This design comes from an exercise in tuning for small area, a short achievable clock period and few clock cycles per item on the open sky130 flow, not from production work.
Where RTL was checked, it was by simulation tests only, not by an equivalence proof against the original.

==> module cwc_recip, before the edit <==
module cwc_recip (
  input  wire logic              clk,
  input  wire logic              start,
  input  wire logic              start_next,
  input  wire logic              load,
  input  wire logic [WIN_W:0]    load_val,
  input  wire logic [WIN_W-1:0]  divisor,
  output logic                   done,
  output logic                   zero,
  output logic                   ge,       
  output logic      [WIN_W:0]    sum       
);
  localparam int M0 = FRAC_W / 2;    
  localparam int NP = WIN_W / 2;
  localparam int XW = WIN_W + 4;
  logic [WIN_W:0]   rem_r;     
  logic [QUO_W+1:0] q_r;       
  logic [NP-1:M0-1] above;     
  logic [NP-1:M0]   pair;      
  logic             low;
  logic [WIN_W:0]   oh;        
  logic [QUO_W+1:0] mark;      
  logic [XW-1:0]    x, a1, a3, w3, w3_r;
  logic [WIN_W+1:0] a2;
  logic             c1, c2, c3, last;
  logic [1:0]       dig;
  logic [WIN_W-1:0] rn;
  always_comb begin
    above[NP-1] = 1'b0;
    for (int m = NP - 2; m >= M0 - 1; m--)
      above[m] = above[m+1] | divisor[2*m+2] | divisor[2*m+3];
    for (int m = M0; m < NP; m++)
      pair[m] = (divisor[2*m] | divisor[2*m+1]) & !above[m];
    zero = !above[M0-1] && (divisor[FRAC_W-1:0] == '0);
    low  = !above[M0-1] && !zero;
    oh   = '0;
    for (int m = M0; m < NP; m++) begin
      oh[2*m+1] = oh[2*m+1] | (divisor[2*m+1] & !above[m]);
      oh[2*m-1] = oh[2*m-1] | (divisor[2*m] & !divisor[2*m+1] & !above[m]);
    end
    oh[2*M0-1]  = oh[2*M0-1] | low;
    oh[WIN_W-1] = oh[WIN_W-1] | zero;
    mark = '0;
    for (int j = 2*M0 - 1; j < WIN_W; j += 2) mark[j-(2*M0-1)] = oh[j];
    w3  = XW'(divisor) + XW'({divisor, 1'b0});
    x   = XW'({rem_r, 1'b0});
    a1  = (x | XW'(1)) + ~(XW'(divisor));
    a2  = {1'b0, rem_r} - {2'b00, divisor};
    a3  = x - w3_r;
    c1  = !a1[XW-1];
    c2  = !a2[WIN_W+1];
    c3  = !a3[XW-1];
    rn  = c3 ? a3[WIN_W-1:0] :
          c2 ? {a2[WIN_W-2:0], 1'b0} :
          c1 ? a1[WIN_W-1:0] : x[WIN_W-1:0];
    dig  = {c2, c3 | (c1 & !c2)};
    last = q_r[QUO_W-1];
  end
  always_ff @(posedge clk) begin
    w3_r <= (start || start_next) ? {1'b0, {(XW-1){1'b1}}} : w3;
    if (start) begin
      rem_r <= oh;
      q_r   <= zero ? {1'b1, {(QUO_W+1){1'b0}}} : mark;
    end else if (start_next) begin
      rem_r <= oh;
      q_r   <= mark;
    end else begin
      if (load)             rem_r <= load_val;
      else if (!q_r[QUO_W+1]) rem_r <= last ? ~((WIN_W+1)'({q_r[QUO_W-2:0], dig})) : {rn, 1'b0};
      if (!q_r[QUO_W+1]) q_r <= {q_r[QUO_W-1:0], dig};
    end
  end
  assign done = q_r[QUO_W+1];
  assign ge   = c2;
  assign sum  = ~a2[WIN_W:0];
endmodule
Settings: LEC_CHECK=0, CAP_MARGIN=20, CORE_MARGIN=2, CORE_UTILIZATION=40, SETUP_SLACK_MARGIN=2.75, SLEW_MARGIN=20; clock period 6.0 ns.
standard.sh (not shown) runs the stock make flow with config.mk's settings and CLKGATE_MAP_FILE= SYNTH_SCRIPT=/design/flow/synth_recipe.tcl, a recipe that flattens the netlist after the stock synthesis.
==> flow/flow/run.sh <==
#!/bin/bash
# The standard layout (the standard.sh, unchanged synthesis and steps), with the ports
# buffered by a plain buffer (sky130_fd_sc_hd__buf_2) instead of the delay cell buffer_ports
# picks by itself. Every tool's output goes to standard.log here; ORFS's own step logs are under
# orfs/logs/.
set -euo pipefail
export BUFFER_PORTS_ARGS="-buffer_cell sky130_fd_sc_hd__buf_2"
bash standard.sh > standard.log 2>&1
Testbench counts at the start, summed over its fixed seeds: cycles 76,194, items 9,378.
==> next run, changes <==
--- a/flow/design.v
+++ b/flow/design.v
@@ -33,18 +33,18 @@
   output logic                   zero,
   output logic                   ge,       
   output logic      [WIN_W:0]    sum       
 );
   localparam int M0 = FRAC_W / 2;    
   localparam int NP = WIN_W / 2;
-  localparam int XW = WIN_W + 4;
+  localparam int XW = WIN_W + 3;
   logic [WIN_W:0]   rem_r;     
   logic [QUO_W+1:0] q_r;       
   logic [NP-1:M0-1] above;     
   logic [NP-1:M0]   pair;      
-  logic             low;
+  logic             low, big;
   logic [WIN_W:0]   oh;        
   logic [QUO_W+1:0] mark;      
   logic [XW-1:0]    x, a1, a3, w3, w3_r;
   logic [WIN_W+1:0] a2;
   logic             c1, c2, c3, last;
   logic [1:0]       dig;
@@ -56,14 +56,15 @@
     for (int m = M0; m < NP; m++)
       pair[m] = (divisor[2*m] | divisor[2*m+1]) & !above[m];
     zero = !above[M0-1] && (divisor[FRAC_W-1:0] == '0);
     low  = !above[M0-1] && !zero;
     oh   = '0;
     for (int m = M0; m < NP; m++) begin
-      oh[2*m+1] = oh[2*m+1] | (divisor[2*m+1] & !above[m]);
-      oh[2*m-1] = oh[2*m-1] | (divisor[2*m] & !divisor[2*m+1] & !above[m]);
+      big       = divisor[2*m-1] | (divisor[2*m-2] & divisor[2*m-3]);
+      oh[2*m+1] = oh[2*m+1] | ((divisor[2*m+1] | (divisor[2*m] & big)) & !above[m]);
+      oh[2*m-1] = oh[2*m-1] | (divisor[2*m] & !divisor[2*m+1] & !big & !above[m]);
     end
     oh[2*M0-1]  = oh[2*M0-1] | low;
     oh[WIN_W-1] = oh[WIN_W-1] | zero;
     mark = '0;
     for (int j = 2*M0 - 1; j < WIN_W; j += 2) mark[j-(2*M0-1)] = oh[j];
     w3  = XW'(divisor) + XW'({divisor, 1'b0});
Result: The new run finished clean; die area falls by 1.2%; worst hold slack degrades by 0.0091 ns; worst setup slack is worse by 0.39 ns; global-route usage increases by 0.40 points; non-clock buffer count went up by 39; routed wire length is lower by 0.37%.
Only the layout flow was run in the second run of this note; the RTL was not checked for function there.

Setup of alpha:
Another version of the RTL of congestion_window_controller (not shown whole).
Size in the first run: roughly 2300 cells after synthesis, ~210 flip-flops, ~110 I/O pins, about 18000 um2 of cells after synthesis.
export LEC_CHECK = 0
export CAP_MARGIN = 20
export CORE_MARGIN = 2
export CORE_UTILIZATION = 40
export SETUP_SLACK_MARGIN = 2.5
export SLEW_MARGIN = 20
create_clock -name core_clock -period 6.0 [get_ports {clk}]
Scripts as last shown in full above: flow/flow/run.sh
Testbench counts of alpha, summed over its fixed seeds: cycles 75,373, items 9,378.
Setup changes, alpha to beta
-- flow/design.v --
<<< alpha, line 42
  logic [NP-1:M0-1] above;     
  logic [NP-1:M0]   pair;      
  logic             low, big;
  logic [WIN_W:0]   oh;        
  logic [QUO_W+1:0] mark;      
>>> beta, line 42
  logic [NP-1:M0-1] above;     
  logic [NP-1:M0]   pair;      
  logic             low;
  logic [WIN_W:0]   oh;        
  logic [QUO_W+1:0] mark;      
<<< alpha, line 60
    oh   = '0;
    for (int m = M0; m < NP; m++) begin
      big       = divisor[2*m-1] | (divisor[2*m-2] & divisor[2*m-3]);
      oh[2*m+1] = oh[2*m+1] | ((divisor[2*m+1] | (divisor[2*m] & big)) & !above[m]);
      oh[2*m-1] = oh[2*m-1] | (divisor[2*m] & !divisor[2*m+1] & !big & !above[m]);
    end
    oh[2*M0-1]  = oh[2*M0-1] | low;
>>> beta, line 60
    oh   = '0;
    for (int m = M0; m < NP; m++) begin
      oh[2*m+1] = oh[2*m+1] | (divisor[2*m+1] & !above[m]);
      oh[2*m-1] = oh[2*m-1] | (divisor[2*m] & !divisor[2*m+1] & !above[m]);
    end
    oh[2*M0-1]  = oh[2*M0-1] | low;
<<< alpha, line 128
  logic [1:0]        ph_r;
  logic [$clog2(NCHUNK)-1:0] ser_cnt_r;    
  logic [$clog2(NCHUNK)-1:0] ser_idx_r;    
  logic              ser_v_r;     
  logic [CHUNK_W-1:0] ser_rtt_r;
  logic              ser_done_r;  
  logic              ser_b1_r;    
>>> beta, line 127
  logic [1:0]        ph_r;
  logic [$clog2(NCHUNK)-1:0] ser_cnt_r;    
  logic              ser_done_r;  
  logic              ser_b1_r;    
<<< alpha, line 166
    ser_a    = in_tdata[TIME_W + CHUNK_W*ser_cnt_r +: CHUNK_W];
    ser_s    = in_tdata[CHUNK_W*ser_cnt_r +: CHUNK_W];
    ser_l    = (32'(ser_idx_r) < REG_W / CHUNK_W) ? lim_r[CHUNK_W*ser_idx_r[0] +: CHUNK_W] : '0;
    ser_r    = {1'b0, ser_a, 1'b0} - {1'b0, ser_s, ser_b1_r};
    ser_d    = {1'b0, ser_rtt_r, 1'b0} - {1'b0, ser_l, ser_b2_r};
    tout     = !ser_b2_r;
    eval     = (ph_r == PH_IDLE) && ser_done_r && !out_v_r;
>>> beta, line 162
    ser_a    = in_tdata[TIME_W + CHUNK_W*ser_cnt_r +: CHUNK_W];
    ser_s    = in_tdata[CHUNK_W*ser_cnt_r +: CHUNK_W];
    ser_l    = (32'(ser_cnt_r) < REG_W / CHUNK_W) ? lim_r[CHUNK_W*ser_cnt_r[0] +: CHUNK_W] : '0;
    ser_r    = {1'b0, ser_a, 1'b0} - {1'b0, ser_s, ser_b1_r};
    ser_d    = {1'b0, ser_r[CHUNK_W:1], 1'b0} - {1'b0, ser_l, ser_b2_r};
    tout     = !ser_b2_r;
    eval     = (ph_r == PH_IDLE) && ser_done_r && !out_v_r;
<<< alpha, line 214
      out_v_r    <= 1'b0;
      ser_cnt_r  <= '0;
      ser_v_r    <= 1'b0;
      ser_done_r <= 1'b0;
      ser_b1_r   <= 1'b0;
>>> beta, line 210
      out_v_r    <= 1'b0;
      ser_cnt_r  <= '0;
      ser_done_r <= 1'b0;
      ser_b1_r   <= 1'b0;
<<< alpha, line 221
      if (take) begin
        ser_cnt_r  <= '0;
        ser_v_r    <= 1'b0;
        ser_done_r <= 1'b0;
        ser_b1_r   <= 1'b0;
        ser_b2_r   <= 1'b0;
      end else begin
        if (in_tvalid && !ser_done_r && !(ser_v_r && 32'(ser_idx_r) == NCHUNK - 1)) begin
          ser_cnt_r <= ser_cnt_r + 1'b1;
          ser_b1_r  <= ser_r[CHUNK_W+1];
          ser_v_r   <= 1'b1;
        end else begin
          ser_v_r   <= 1'b0;
        end
        if (ser_v_r) begin
          ser_b2_r   <= ser_d[CHUNK_W+1];
          ser_done_r <= (32'(ser_idx_r) == NCHUNK - 1);
        end
      end
      if (take && tout) begin
>>> beta, line 216
      if (take) begin
        ser_cnt_r  <= '0;
        ser_done_r <= 1'b0;
        ser_b1_r   <= 1'b0;
        ser_b2_r   <= 1'b0;
      end else if (in_tvalid && !ser_done_r) begin
        ser_cnt_r  <= ser_cnt_r + 1'b1;
        ser_done_r <= (32'(ser_cnt_r) == NCHUNK - 1);
        ser_b1_r   <= ser_r[CHUNK_W+1];
        ser_b2_r   <= ser_d[CHUNK_W+1];
      end
      if (take && tout) begin
<<< alpha, line 296
  end
  always_ff @(posedge clk) begin
    ser_rtt_r <= ser_r[CHUNK_W:1];
    ser_idx_r <= ser_cnt_r;
    if (take) cur_tout_r <= tout;
    if (eval && !to_add && !recip)             out_tout_r <= tout;
>>> beta, line 283
  end
  always_ff @(posedge clk) begin
    if (take) cur_tout_r <= tout;
    if (eval && !to_add && !recip)             out_tout_r <= tout;
[summary]
- Measured against each other, alpha and beta differ in starting DRC count in detailed routing, the lower figure coming from alpha.
- Compared to alpha, beta reaches a lower achievable clock.
- [compare] base=alpha new=beta: area of the mapped netlist decreased 140 um2, number of pins with negative max-slew slack in the final report essentially unchanged.
- Die width for beta is lower than for alpha.
- Summary — die area, beta relative to alpha: lower, by 350 um2.
- Of alpha and beta, the higher number of antenna violations at the first check in global routing belongs to beta.
- Number of ordinary and repair buffers in the finished layout sits lower in beta than in alpha.
- Compared to alpha, beta has amount of wire on met2 after detailed routing 4.5% lower.
- Against alpha, worst setup slack in beta came out worse.
- In the tables for alpha and beta, tapcell count reads higher with alpha.
- When beta is set beside alpha, its met3 wire length turns out to be about 18% larger.
- Of the two candidates, alpha has the better wire length and beta the worse one.
For beta, only the layout was checked, not whether the RTL still works.

v6:
RTL: one of the versions met above, not the one the previous note started from.
Size in the first run: about 2300 cells after synthesis, about 18000 um^2 of cells after synthesis.
==> module cwc_recip, before the edit <==
module cwc_recip (
  input  wire logic              clk,
  input  wire logic              start,
  input  wire logic              start_next,
  input  wire logic              load,
  input  wire logic [WIN_W:0]    load_val,
  input  wire logic [WIN_W-1:0]  divisor,
  output logic                   done,
  output logic                   zero,
  output logic                   ge,       
  output logic      [WIN_W:0]    sum       
);
  localparam int M0 = FRAC_W / 2;    
  localparam int NP = WIN_W / 2;
  localparam int XW = WIN_W + 3;
  logic [WIN_W:0]   rem_r;     
  logic [QUO_W+1:0] q_r;       
  logic [NP-1:M0-1] above;     
  logic [NP-1:M0]   pair;      
  logic             low, big;
  logic [WIN_W:0]   oh;        
  logic [QUO_W+1:0] mark;      
  logic [XW-1:0]    x, a1, a3, w3, w3_r;
  logic [WIN_W+1:0] a2;
  logic             c1, c2, c3, last;
  logic [1:0]       dig;
  logic [WIN_W-1:0] rn;
  always_comb begin
    above[NP-1] = 1'b0;
    for (int m = NP - 2; m >= M0 - 1; m--)
      above[m] = above[m+1] | divisor[2*m+2] | divisor[2*m+3];
    for (int m = M0; m < NP; m++)
      pair[m] = (divisor[2*m] | divisor[2*m+1]) & !above[m];
    zero = !above[M0-1] && (divisor[FRAC_W-1:0] == '0);
    low  = !above[M0-1] && !zero;
    oh   = '0;
    for (int m = M0; m < NP; m++) begin
      big       = divisor[2*m-1] | (divisor[2*m-2] & divisor[2*m-3]);
      oh[2*m+1] = oh[2*m+1] | ((divisor[2*m+1] | (divisor[2*m] & big)) & !above[m]);
      oh[2*m-1] = oh[2*m-1] | (divisor[2*m] & !divisor[2*m+1] & !big & !above[m]);
    end
    oh[2*M0-1]  = oh[2*M0-1] | low;
    oh[WIN_W-1] = oh[WIN_W-1] | zero;
    mark = '0;
    for (int j = 2*M0 - 1; j < WIN_W; j += 2) mark[j-(2*M0-1)] = oh[j];
    w3  = XW'(divisor) + XW'({divisor, 1'b0});
    x   = XW'({rem_r, 1'b0});
    a1  = (x | XW'(1)) + ~(XW'(divisor));
    a2  = {1'b0, rem_r} - {2'b00, divisor};
    a3  = x - w3_r;
    c1  = !a1[XW-1];
    c2  = !a2[WIN_W+1];
    c3  = !a3[XW-1];
    rn  = c3 ? a3[WIN_W-1:0] :
          c2 ? {a2[WIN_W-2:0], 1'b0} :
          c1 ? a1[WIN_W-1:0] : x[WIN_W-1:0];
    dig  = {c2, c3 | (c1 & !c2)};
    last = q_r[QUO_W-1];
  end
  always_ff @(posedge clk) begin
    w3_r <= (start || start_next) ? {1'b0, {(XW-1){1'b1}}} : w3;
    if (start) begin
      rem_r <= oh;
      q_r   <= zero ? {1'b1, {(QUO_W+1){1'b0}}} : mark;
    end else if (start_next) begin
      rem_r <= oh;
      q_r   <= mark;
    end else begin
      if (load)             rem_r <= load_val;
      else if (!q_r[QUO_W+1]) rem_r <= last ? ~((WIN_W+1)'({q_r[QUO_W-2:0], dig})) : {rn, 1'b0};
      if (!q_r[QUO_W+1]) q_r <= {q_r[QUO_W-1:0], dig};
    end
  end
  assign done = q_r[QUO_W+1];
  assign ge   = c2;
  assign sum  = ~a2[WIN_W:0];
endmodule
==> flow/config.mk <==
export PLATFORM = sky130hd
export DESIGN_NAME = congestion_window_controller
export DESIGN_NICKNAME = congestion_window_controller
export VERILOG_FILES = /design/flow/design.v
export SDC_FILE = /design/flow/constraint.sdc
export NUM_CORES = 4
export LEC_CHECK = 0
export CAP_MARGIN = 20
export CORE_MARGIN = 2
export CORE_UTILIZATION = 40
export SETUP_SLACK_MARGIN = 2.5
export SLEW_MARGIN = 20
==> flow/constraint.sdc <==
create_clock -name core_clock -period 6.0 [get_ports {clk}]
set_input_delay 1.2000 -clock core_clock [delete_from_list [all_inputs] [get_ports {clk}]]
set_output_delay 1.2000 -clock core_clock [all_outputs]
set_load 0.01 [all_outputs]
Scripts as last shown in full above: flow/flow/run.sh
### v6 -> v7
-- flow/design.v --
<<< v6, line 37
  localparam int M0 = FRAC_W / 2;    
  localparam int NP = WIN_W / 2;
  localparam int XW = WIN_W + 3;
  logic [WIN_W:0]   rem_r;     
  logic [QUO_W+1:0] q_r;       
  logic [NP-1:M0-1] above;     
  logic [NP-1:M0]   pair;      
  logic             low, big;
  logic [WIN_W:0]   oh;        
  logic [QUO_W+1:0] mark;      
>>> v7, line 37
  localparam int M0 = FRAC_W / 2;    
  localparam int NP = WIN_W / 2;
  localparam int XW = WIN_W + 4;
  logic [WIN_W:0]   rem_r;     
  logic [QUO_W+1:0] q_r;       
  logic [NP-1:M0-1] above;     
  logic [NP-1:M0]   pair;      
  logic             low;
  logic [WIN_W:0]   oh;        
  logic [QUO_W+1:0] mark;      
<<< v6, line 60
    oh   = '0;
    for (int m = M0; m < NP; m++) begin
      big       = divisor[2*m-1] | (divisor[2*m-2] & divisor[2*m-3]);
      oh[2*m+1] = oh[2*m+1] | ((divisor[2*m+1] | (divisor[2*m] & big)) & !above[m]);
      oh[2*m-1] = oh[2*m-1] | (divisor[2*m] & !divisor[2*m+1] & !big & !above[m]);
    end
    oh[2*M0-1]  = oh[2*M0-1] | low;
>>> v7, line 60
    oh   = '0;
    for (int m = M0; m < NP; m++) begin
      oh[2*m+1] = oh[2*m+1] | (divisor[2*m+1] & !above[m]);
      oh[2*m-1] = oh[2*m-1] | (divisor[2*m] & !divisor[2*m+1] & !above[m]);
    end
    oh[2*M0-1]  = oh[2*M0-1] | low;
[summary]
v7 | stages: all done | timing, DRC, antenna: all pass
Per the comparison of v7 with v6, number of design-rule violations left by the first detailed-router iteration decreased 110, synthesized cell count shrank by 11, worst setup margin up 0.18 ns.
The xor and xnor area share after synthesis reported for v7 is smaller than that of v6 by 0.17 points.
Comparing v6 and v7, the lower final wirelength was measured on v7.
Delta (v7 minus v6): met1 track demand over resource has decreased; via count has decreased; relative max-transition margin has increased.
Testbench counts of v7, summed over its fixed seeds: cycles 76,194, items 9,378.
No functional check of the RTL was part of v6.

what the ideal ports hide:
The flow's constraints put no driver on any port. The routed layouts listed below were extracted and timed again, unchanged, in two steps.
Step 1 assumes that a clkbuf_16 drives the clock port and a buf_2 every other input.
Step 2 times the ports against the registers' clock, not the clock port: input delays grow and output delays shrink by t, the midpoint of the rising clock arrivals with the driver on.
a / b / c = ideal ports / drivers / drivers and shift; a / b = the first two.
run | shift t [ns] | setup slack, ns | pins driven straight from the clock port
the first run of note 1 | 0.615 | 2.735 / 2.735 / 2.355 | 1
the second run of note 1 | 0.616 | 2.344 / 2.344 / 2.344 | 1
alpha | 0.603 | 2.435 / 2.435 / 2.201 | 1
beta | 0.535 | 2.330 / 2.330 / 1.841 | 1
v6 | 0.612 | 2.348 / 2.348 / 2.199 | 1
v7 | 0.625 | 2.530 / 2.495 / 2.258 | 1
After both steps setup and hold are still met in every run listed. For beta, which loses most, drivers alone change the setup slack by 0.000 ns; drivers and shift together by -0.489 ns.
